Context: an optimization exercise on an open-source flow, tuned for small area and a short achievable clock period. The choices shown serve that exercise and are no tape-out recipe.
Only simulation tests tie the RTL to the original design; equivalence was not proved.
The clock port is modelled as an ideal driver; clocking choices that lean on that would not hold on a real chip.
Power and IR drop assume default switching activity.

==> flow/design.v (excerpt) <==
module tc_timer_bank #(
   parameter int               WIDTH      = 64,
   parameter int               CHANNELS   = 4,
   parameter int               PRESCALE_W = 8,
   parameter logic [WIDTH-1:0] START_TIME = '0,
   parameter int               CH_W       = (CHANNELS > 1) ? $clog2(CHANNELS) : 1
) (
   input  logic                  clk,
   input  logic                  rst,
   input  logic                  en,
   input  logic [PRESCALE_W-1:0] prescale,
   input  logic                  time_wr,
   output logic [WIDTH-1:0]      time_out,
   input  logic                  wr_en,
   input  logic [CH_W-1:0]       wr_ch,
   input  logic [1:0]            wr_addr,
   input  logic [WIDTH-1:0]      wr_data,
   input  logic [CH_W-1:0]       rd_ch,
   input  logic [1:0]            rd_addr,
   output logic [WIDTH-1:0]      rd_data,
   output logic [CHANNELS-1:0]   expire,
   output logic [CHANNELS-1:0]   irq
);
Settings: LEC_CHECK=0, CAP_MARGIN=20, CORE_MARGIN=2, CORE_UTILIZATION=55, PLACE_DENSITY=0.7, SLEW_MARGIN=20; clock period 5.0 ns.
standard.sh (not shown) runs the stock make flow with config.mk's settings and CLKGATE_MAP_FILE= SYNTH_SCRIPT=/design/flow/synth_recipe.tcl, a recipe that flattens the netlist after the stock synthesis.
==> flow/flow/run.sh <==
#!/bin/bash
# Standard ORFS layout, with:
# - the I/O port buffers built from plain buf_1 cells (ORFS otherwise picks a
#   slow delay buffer for them); repair upsizes the ones on critical paths;
# - the buffers ABC inserted removed at floorplan instead of a setup repair
#   there, before placement has any wires to time;
# - clock tree sinks clustered 20 at a time within 100 um, without dummy loads;
# - setup repair aiming at 2.4 ns of slack up to clock tree synthesis, with a
#   second repair pass after it (flow/post_cts.tcl), and at 2.3 ns after global
#   routing.
set -euo pipefail
ARGS=(
   "BUFFER_PORTS_ARGS=-buffer_cell sky130_fd_sc_hd__buf_1"
   REMOVE_ABC_BUFFERS=1
   "CTS_ARGS=-sink_clustering_enable -repair_clock_nets -sink_clustering_size 20 -sink_clustering_max_diameter 100 -dont_use_dummy_load"
)
bash standard.sh "${ARGS[@]}" "POST_CTS_TCL=$PWD/flow/post_cts.tcl" SETUP_SLACK_MARGIN=2.4 cts > flow_make_cts.log 2>&1
bash standard.sh "${ARGS[@]}" SETUP_SLACK_MARGIN=2.3 finish > flow_make_finish.log 2>&1
==> flow/flow/post_cts.tcl <==
# Sourced by ORFS's cts.tcl after its own repair: repair setup timing once more,
# since a single repair_timing call often stops short of its margin.
estimate_parasitics -placement
repair_timing_helper
detailed_placement
check_placement -verbose
Change:
==> flow/flow/run.sh (replaced) <==
#!/bin/bash
# Standard ORFS layout, with:
# - the I/O port buffers built from plain buf_1 cells (ORFS otherwise picks a
#   slow delay buffer for them); repair upsizes the ones on critical paths;
# - the buffers ABC inserted removed at floorplan instead of a setup repair
#   there, before placement has any wires to time;
# - clock tree sinks clustered 20 at a time within 100 um, without dummy loads;
# - setup repair aiming at 2.45 ns of slack up to clock tree synthesis, with a
#   second repair pass after it (flow/post_cts.tcl), and at 2.35 ns after global
#   routing.
set -euo pipefail
ARGS=(
   "BUFFER_PORTS_ARGS=-buffer_cell sky130_fd_sc_hd__buf_1"
   REMOVE_ABC_BUFFERS=1
   "CTS_ARGS=-sink_clustering_enable -repair_clock_nets -sink_clustering_size 20 -sink_clustering_max_diameter 100 -dont_use_dummy_load"
)
bash standard.sh "${ARGS[@]}" "POST_CTS_TCL=$PWD/flow/post_cts.tcl" SETUP_SLACK_MARGIN=2.45 cts > flow_make_cts.log 2>&1
bash standard.sh "${ARGS[@]}" SETUP_SLACK_MARGIN=2.35 finish > flow_make_finish.log 2>&1
PLACE_DENSITY = not set   (was 0.7)
After rerunning:
- global-route usage stays flat
- die area stays the same
- worst setup slack gets better by 180 ps
- flip-flop and latch count is unchanged
- cell area climbs by about 0.3%

## middle
tc_timer_bank again, from the RTL that the note above started with.
Settings: LEC_CHECK=0, CAP_MARGIN=20, CORE_MARGIN=2, CORE_UTILIZATION=55, SLEW_MARGIN=20; clock period 5.0 ns.
==> flow/flow/run.sh <==
#!/bin/bash
# Standard ORFS layout, with:
# - the I/O port buffers built from plain buf_1 cells (ORFS otherwise picks a
#   slow delay buffer for them); repair upsizes the ones on critical paths;
# - the buffers ABC inserted removed at floorplan instead of a setup repair
#   there, before placement has any wires to time;
# - clock tree sinks clustered 20 at a time within 100 um, without dummy loads;
# - setup repair aiming at 2.5 ns of slack up to clock tree synthesis, with a
#   second repair pass after it (flow/post_cts.tcl), and at 2.45 ns after global
#   routing.
set -euo pipefail
ARGS=(
   "BUFFER_PORTS_ARGS=-buffer_cell sky130_fd_sc_hd__buf_1"
   REMOVE_ABC_BUFFERS=1
   "CTS_ARGS=-sink_clustering_enable -repair_clock_nets -sink_clustering_size 20 -sink_clustering_max_diameter 100 -dont_use_dummy_load"
)
bash standard.sh "${ARGS[@]}" "POST_CTS_TCL=$PWD/flow/post_cts.tcl" SETUP_SLACK_MARGIN=2.5 cts > flow_make_cts.log 2>&1
bash standard.sh "${ARGS[@]}" SETUP_SLACK_MARGIN=2.45 finish > flow_make_finish.log 2>&1
Scripts as last shown in full above: flow/flow/post_cts.tcl
## Diff of input files: north against middle
--- a/flow/flow/run.sh
+++ b/flow/flow/run.sh
@@ -8,2 +8,2 @@
-# - setup repair aiming at 2.5 ns of slack up to clock tree synthesis, with a
-#   second repair pass after it (flow/post_cts.tcl), and at 2.45 ns after global
+# - setup repair aiming at 2.4 ns of slack up to clock tree synthesis, with a
+#   second repair pass after it (flow/post_cts.tcl), and at 2.3 ns after global
@@ -17,2 +17,2 @@
-bash standard.sh "${ARGS[@]}" "POST_CTS_TCL=$PWD/flow/post_cts.tcl" SETUP_SLACK_MARGIN=2.5 cts > flow_make_cts.log 2>&1
-bash standard.sh "${ARGS[@]}" SETUP_SLACK_MARGIN=2.45 finish > flow_make_finish.log 2>&1
+bash standard.sh "${ARGS[@]}" "POST_CTS_TCL=$PWD/flow/post_cts.tcl" SETUP_SLACK_MARGIN=2.4 cts > flow_make_cts.log 2>&1
+bash standard.sh "${ARGS[@]}" SETUP_SLACK_MARGIN=2.3 finish > flow_make_finish.log 2>&1
## What came out
- On worst hold slack across all endpoints, north and middle are neck and neck.
- Taking middle as the reference, in north cell area went down by about 5.6%; global-route usage decreased 2.1 points; total power fell by about 2.6%.
- Between north and middle, the clock network power share is higher for north.
- In north, the depth of the worst hold-timing path came out 1 below the value in middle.
- Delta (north minus middle): area growth from synthesis to layout -6.7 points; relative slew slack moved down.

-- port drivers added, routing unchanged --
In the flow no input, the clock included, has a driving cell. The finished layouts below were timed again as built, in two steps.
Step 1 sets driving cells, clkbuf_16 on the clock port and buf_2 on the other inputs (assumed; they add their load-dependent delay and slew).
Step 2 also shifts input and output timing later by t, the mid clock arrival at the registers, as if the neighbouring blocks saw the same clock.
a / b / c = no drivers / after step 1 / after step 2; a / b = the first two.
run	t, ns	setup slack, ns	hold slack, ns	worst setup path after step 2	cell pins on the clock port's net
the first run of note 1	0.668	2.190 / 2.233 / 1.565	0.489 / 0.489 / 0.489	input to register	1
the second run of note 1	0.682	2.367 / 2.388 / 1.733	0.483 / 0.440 / 0.483	input to register	1
middle	0.681	2.356 / 2.403 / 1.722	0.487 / 0.454 / 0.487	input to register	1
north	0.678	2.293 / 2.337 / 1.661	0.485 / 0.446 / 0.485	input to register	1
After both steps setup and hold are still met in every run listed.
